Context: an optimization exercise on an open-source flow, tuned for small area. The choices shown serve that exercise and are no tape-out recipe. Only simulation tests tie the RTL to the original design; equivalence was not proved. Power is estimated from default activity; no workload was simulated.

$ cat flow/run.sh
#!/bin/bash
# synth_recipe.tcl (not shown) runs the flow's synth.tcl, then flattens the netlist and writes it again
# the make line also repeats each setting of config.mk as NAME=value (left out here)
make -C /OpenROAD-flow-scripts/flow DESIGN_CONFIG=/design/flow/config.mk WORK_HOME=/design/flow/orfs CLKGATE_MAP_FILE= SYNTH_SCRIPT=/design/flow/synth_recipe.tcl finish
$ cat flow/config.mk
export PLATFORM = sky130hd
export DESIGN_NAME = pcpu
export DESIGN_NICKNAME = pcpu
export VERILOG_FILES = /design/flow/design.v
export SDC_FILE = /design/flow/constraint.sdc
export NUM_CORES = 4
export LEC_CHECK = 0
export ABC_AREA = 1
export CAP_MARGIN = 20
export CORE_MARGIN = 2
export CORE_UTILIZATION = 30
export SLEW_MARGIN = 20
$ cat flow/constraint.sdc
create_clock -name core_clock -period 10.0 [get_ports {clock}]
set_input_delay 2.0000 -clock core_clock [delete_from_list [all_inputs] [get_ports {clock}]]
set_output_delay 2.0000 -clock core_clock [all_outputs]
set_load 0.01 [all_outputs]
$ cat flow/design.v
`timescale 1ns/1ps
package pcpu_pkg;
    localparam int DATA_W    = 16;
    localparam int ADDR_W    = 8;
    localparam int REG_SEL_W = 3;
    localparam int OP_HI   = 15;
    localparam int OP_LO   = 11;
    localparam int R1_HI   = 10;
    localparam int R1_LO   = 8;
    localparam int R2_HI   = 6;
    localparam int R2_LO   = 4;
    localparam int R3_HI   = 2;
    localparam int R3_LO   = 0;
    localparam int IMM8_HI = 7;
    localparam int IMM8_LO = 0;
    localparam int IMM4_HI = 3;
    localparam int IMM4_LO = 0;
    localparam logic [15:0] NOP_WORD = 16'h0000;
    localparam logic [4:0] NOP  = 5'b00000, HALT = 5'b00001, LOAD = 5'b00010, STORE = 5'b00011,
                           SLL  = 5'b00100, SRL  = 5'b00101, ADD  = 5'b01000, ADDI  = 5'b01001,
                           SUB  = 5'b01010, SUBI = 5'b01011, CMP  = 5'b01100, AND   = 5'b01101,
                           OR   = 5'b01110, XOR  = 5'b01111, LDIH = 5'b10000, JUMP  = 5'b11000,
                           JMPR = 5'b11001, BZ   = 5'b11010, BNZ  = 5'b11011, BN    = 5'b11100,
                           BNN  = 5'b11101, BC   = 5'b11110, BNC  = 5'b11111;
    localparam logic IDLE = 1'b0, EXEC = 1'b1;
endpackage
`timescale 1ns/1ps
import pcpu_pkg::*;
module pcpu (
    input  logic        clock,
    input  logic        reset,
    input  logic        enable,
    input  logic        start,
    input  logic [15:0] i_datain,
    output logic [7:0]  i_addr,
    input  logic [15:0] d_datain,
    output logic [7:0]  d_addr,
    output logic [15:0] d_dataout,
    output logic        d_we,
    input  logic [3:0]  select_y,
    output logic [15:0] y
);
    logic        run, started;
    logic [7:0]  pc;
    logic        zf, nf, cf;
    logic [15:0] gr [1:7];       
    logic [15:0] ir;
    logic [4:0]  op;
    logic [2:0]  f1, f2, f3;
    logic        go;             
    assign ir = i_datain;
    assign op = ir[15:11];
    assign f1 = ir[10:8];
    assign f2 = ir[6:4];
    assign f3 = ir[2:0];
    assign go = !run && enable && start;
    logic is_ldst, is_load, is_store, is_shift, is_arith, is_imm8op, is_ctl, is_ldih, is_halt;
    logic is_sub, is_addsub, is_logic, is_cmp;
    assign is_ldst   = (op[4:1] == 4'b0001);
    assign is_load   = (op == LOAD);
    assign is_store  = (op == STORE);
    assign is_shift  = (op[4:1] == 4'b0010);
    assign is_arith  = (op[4:3] == 2'b01);
    assign is_imm8op = is_arith && !op[2] && op[0];            
    assign is_ctl    = (op[4:3] == 2'b11);
    assign is_ldih   = (op == LDIH);
    assign is_halt   = (op == HALT);
    assign is_cmp    = (op == CMP);
    assign is_sub    = is_arith && ((op[2:1] == 2'b01) || (op[2:0] == 3'b100));   
    assign is_addsub = is_arith && !(op[2] && (op[1] || op[0]));                
    assign is_logic  = is_arith && op[2] && (op[1] || op[0]);                   
    logic [2:0]  sel_a, sel_b;
    logic [15:0] rd_a, rd_b;
    always_comb
    begin
        if (!run)
            sel_a = select_y[2:0];
        else if (is_ctl)
            sel_a = (op[2:0] == 3'b000) ? 3'd0 : f1;             
        else if (is_imm8op)
            sel_a = f1;
        else
            sel_a = f2;
        sel_b = is_store ? f1 : f3;
    end
    always_comb
    begin
        rd_a = '0;
        rd_b = '0;
        for (int i = 1; i < 8; i++)
        begin
            if (sel_a == 3'(i)) rd_a = gr[i];
            if (sel_b == 3'(i)) rd_b = gr[i];
        end
    end
    logic [15:0] opb, sum, shl, shr, lres, res;
    logic        cout;
    logic [3:0]  imm4;
    logic [7:0]  imm8;
    assign imm4 = ir[3:0];
    assign imm8 = ir[7:0];
    always_comb
    begin
        if (is_arith && !is_imm8op)
            opb = rd_b;
        else if (is_ldst)
            opb = 16'(imm4);
        else
            opb = 16'(imm8);
    end
    assign {cout, sum} = {1'b0, rd_a} + {1'b0, is_sub ? ~opb : opb} + 17'(is_sub);
    assign shl = rd_a << imm4;
    assign shr = rd_a >> imm4;
    always_comb
    begin
        case (op[1:0])
            2'b01:   lres = rd_a & rd_b;
            2'b10:   lres = rd_a | rd_b;
            default: lres = rd_a ^ rd_b;
        endcase
    end
    always_comb
    begin
        if (is_load)
            res = d_datain;
        else if (is_shift)
            res = op[0] ? shr : shl;
        else if (is_ldih)
            res = {imm8, 8'h00};
        else if (is_logic)
            res = lres;
        else
            res = sum;
    end
    logic wr;
    assign wr = run && (is_load || is_shift || is_ldih || (is_arith && !is_cmp)) && (f1 != 3'd0);
    always_ff @(posedge clock)
    begin
        for (int i = 1; i < 8; i++)
        begin
            if (go)
                gr[i] <= '0;
            else if (wr && f1 == 3'(i))
                gr[i] <= res;
        end
    end
    logic taken, cond;
    always_comb
    begin
        case (op[2:1])
            2'b01:   cond = zf;
            2'b10:   cond = nf;
            2'b11:   cond = cf;
            default: cond = 1'b1;
        endcase
        taken = is_ctl && ((op[2:1] == 2'b00) || (cond ^ op[0]));
    end
    always_ff @(posedge clock or negedge reset)
    begin
        if (!reset)
        begin
            run     <= 1'b0;
            started <= 1'b0;
            pc      <= '0;
            zf      <= 1'b0;
            nf      <= 1'b0;
            cf      <= 1'b0;
        end
        else if (!run)
        begin
            if (go)
            begin
                run     <= 1'b1;
                started <= 1'b1;
            end
        end
        else
        begin
            if (!enable || is_halt)
                run <= 1'b0;
            if (!is_halt)
                pc <= taken ? sum[7:0] : pc + 8'd1;
            if (is_arith || is_shift)
            begin
                zf <= (res == 16'h0000);
                nf <= res[15];
            end
            if (is_addsub)
                cf <= cout ^ is_sub;
            else if (is_logic)
                cf <= 1'b0;
        end
    end
    assign i_addr    = pc;
    assign d_addr    = sum[7:0];
    assign d_dataout = rd_b;
    assign d_we      = run && is_store;
    always_comb
    begin
        y = '0;
        if (select_y == 4'd0)
        begin
            y[12]  = d_we;
            y[11]  = run;
            y[10:8] = {zf, nf, cf};
            y[7:0] = pc;
        end
        else if (!select_y[3] && started)
            y = rd_a;
    end
endmodule
==> flow_summary.toml <==
[global_routing]
antenna_found_initial = 0
grt_max_degree = 73
grt_remaining_overflow = 0
first_global_vias = 12300
grt.total_usage = 0.236
grt_pass1_wl_mm = 71.0

[timing]
fin_crit_ns = 9.13
finalSetupTns_ns = 0
fmax_mhz = 110
fin_crit_sh = 0.913
drv_slew = 0
setup_viol = 0
tightest_slew_ns = 0.869
maxSlewHeadroom = 0.419
rsz0062_at_grt = "no"
hold_viol = 0
finClkSkew_ns = 0.0124
layout_setup_ws_ns = 0.870

[worst_setup_path]
r2r_end = "zf$_DFFE_PN0P_"
r2r_start = "run$_DFF_PN0_"
start_kind = "primary input"
r2r_slack_ns = 4.67
cp.arrival_ns = 7.13
cp_max_fo = 13
reg2regPathDepth = 27
crit_top_cell = "inv_1"
path_cells = "clkdlybuf4s50_1 -> ha_1 -> inv_1 -> nor2_4 -> nand3_1 -> nand2_1 -> nand3_1 -> inv_1 -> a21oi_1 -> a21oi_1 -> a21oi_1 -> a22oi_1 -> inv_1 -> o21ai_0 -> xor2_1 -> ha_1 -> a21oi_1 -> o21ai_0 -> inv_1 -> nand2_1 -> xor2_1 -> inv_1 -> clkdlybuf4s50_1"
slowest_delay_ns = 0.67
critPathRequiredTime_ns = 8.00
worst-setup-path-type = "primary input to output pin"
end_kind = "output pin"
critPathSlowestCell = "clkdlybuf4s50_1"

[power_and_ir_drop]
p_total_w = 0.00212
power_density_nw_per_um2 = 161
irDropWorstVdd_v = 0.000130
leakagePower_nw = 6.24

[status]
outcome = "no timing/DRC/antenna violations"

[routing]
drc = 0
wl_per_cell_um = 19.2
wirelength_mm = 46.1
routed-via-count = 13000
via_per_inst = 5.41
ant_nets = 0
dr.pass1.iters = 7
first_iter_violations = 1268

[floorplan]
io_pins = 89
die_h_um = 198
dieArea_um2 = 39200
die_w_um = 198
coreArea_um2 = 37300
rows = 71
start_util = 0.302

[final_layout]
area_growth_pct = 16.8
drive_above_1_share = 0.0837
utilization = 0.353
nets = 2003
diodes = 0

[synth]
synth_xor_xnor_area_share = 0.0171
synthFlopType = "dfxtp_1"
synth_cells = 1867
yosys.area_share.adder = 0.0572
yosysUniqueCellTypes = 53
synth_area_leader_cell = "dfxtp_1"
ys_ff_latch = 125
synth_top_family_by_area = "simple AND/OR/NAND/NOR gates"
yosys-top-cells-area = "dfxtp_1, nand2_1, nand3_1, a21oi_1, inv_1"
synth-compound-area-share = 0.226
async_flop_share = 0.104
synth-simple-area-share = 0.346
netlist_top_cells_count = "nand2_1, inv_1, nand3_1, a21oi_1, o21ai_0"
yosysMostFrequentCell = "nand2_1"
yosysWarnings = 2
synthMuxAreaShare = 0
synth.cell_area_um2 = 11300
syn_nets = 1958
yosys.area.top_type_share = 0.199
syn_area_per_cell_um2 = 6.04
synth-edff-count = 0
yosysSeqAreaShare = 0.228

[placement]
post-dp-hpwl_mm = 36.7
place_ws_ns = 1.04
routabilityCongestion = 0.968
io_buffer_count = 88

[clock_network]
cts-htree-levels = 4
ctsHoldBuffers = 0
clock-root-buffer = "clkbuf_16"
clkSlewWorstSetupHoldPaths_ns = 0.06
cts_buffers = 17
cts_resized = 0
post_cts_buffers = 0
clockBufferDepth = 2
cts_tree = "yes"
clk_latency_ns = 0.44
cts.sink_count = 125

[hold_path]
hp-start = "started$_DFFE_PN0P_"
holdPathStages = 2
hold_end = "started$_DFFE_PN0P_"
hold_path_class = "flop to flop"

[run]
drv_cap = 0
-- cell type report --
type	instances	area [um^2]
Fill cell	4073	24100
Tap cell	474	593
Inverter	281	1060
Clock buffer	22	475
Multi-Input combinational cell	1376	7320
Timing Repair Buffer	111	1050
Clock inverter	9	109
Sequential cell	125	2570
-- stage by stage --
step / hold slack, ns / cell area (um^2) / instances
after floorplan: 0.423 / 11300 / 1867
after global placement: 0.433 / 12600 / 2367
after detailed placement: 0.456 / 12600 / 2367
after CTS: 0.471 / 13200 / 2398
after global routing: 0.487 / 13200 / 2398
final: 0.469 / 13200 / 2398
-- power by group --
part	total (W)	internal, W	leakage [nW]	switching [W]
Clock	0.000629	0.000387	0.282	0.000242
Sequential	0.000587	0.000549	1.07	0.0000384
Combinational	0.000908	0.000293	4.89	0.000615
Total	0.00212	0.00123	6.24	0.000896
-- layer usage --
metal / routed length (um) / vias to the layer above / GRT usage
li1: - / 6306 / -
met1: 19900 / 6065 / 0.299
met2: 21400 / 495 / 0.397
met3: 2770 / 98 / 0.0293
met4: 2080 / 0 / 0.111
met5: 0 / - / 0
-- layout by cell type, fill, tap and decap left out, drive strengths merged, types with 5 or more instances in the layout --
cell / Yosys / final
a31oi: 6 / 6
clkdlybuf4s50: 0 / 88
o2111ai: 10 / 10
clkbuf: 56 / 22
or2: 18 / 18
clkinv: 5 / 8
nor3: 15 / 15
xor2: 21 / 21
a22oi: 5 / 5
inv: 276 / 278
dfxtp: 112 / 112
nand3: 220 / 220
a21oi: 203 / 203
nor2: 121 / 121
nand4: 46 / 46
ha: 50 / 50
o21bai: 6 / 6
dfrtp: 13 / 13
nand2: 415 / 415
o211ai: 20 / 20
o21ai: 177 / 177
o22ai: 23 / 23
buf: 29 / 23
-- how the worst max path moves through the flow --
stage            startpoint   endpoint  slack, ns  cells past startpoint
3_3_place_gp   i_datain[11]  d_addr[4]       1.14                     23
2_1_floorplan  i_datain[13]  d_addr[7]       2.92                     21
4_1_cts        i_datain[11]  d_addr[7]       0.99                     23
6_report       i_datain[11]  d_addr[7]       0.87                     23
5_1_grt        i_datain[11]  d_addr[7]       0.48                     23
3_5_place_dp   i_datain[11]  d_addr[7]       1.04                     24
-- flip-flops by register name, indices dropped and copies added (netlist names) --
register  count
run           1
zf            1
cf            1
gr          112
pc            8
started       1
nf            1
-- cells by family after synthesis --
logic type,count (synthesis)
simple gates,842
compound gates,461
buf+inv,366
flops,125
fa+ha+maj,51
xor+xnor,22
-- critical path: cells and delay by family --
kind,cells,cell delay (ns)
AOI/OAI and AO/OA,7,1.48
xor gates and xnor gates,2,0.27
adders and majority gates,2,0.63
buffers and inverters,7,1.95
and+or+nand+nor,5,0.78

[afterwards: timing with drivers on the ports]
The results above use ideal ports. As a check the final layout listed here was re-extracted and re-timed, cells and wires unchanged. Step 1, drivers: a clkbuf_16 drives clock and a buf_2 each remaining input, both assumed. Step 2 also shifts input and output timing later by t, the mid clock arrival at the registers, as if the neighbouring blocks saw the same clock. Three values: no drivers, after step 1, after step 2; two values: the first two.
shift t [ns]: 0.485
setup WS [ns]: 0.870 / 0.845 / 0.845
worst hold slack (ns): 0.469 / 0.469 / 0.469
worst data-port slew with drivers (ns): 0.04
After both steps this run still meets setup and hold. The setup slack of this run moves by -0.025 ns with the drivers and by -0.025 ns with both steps.
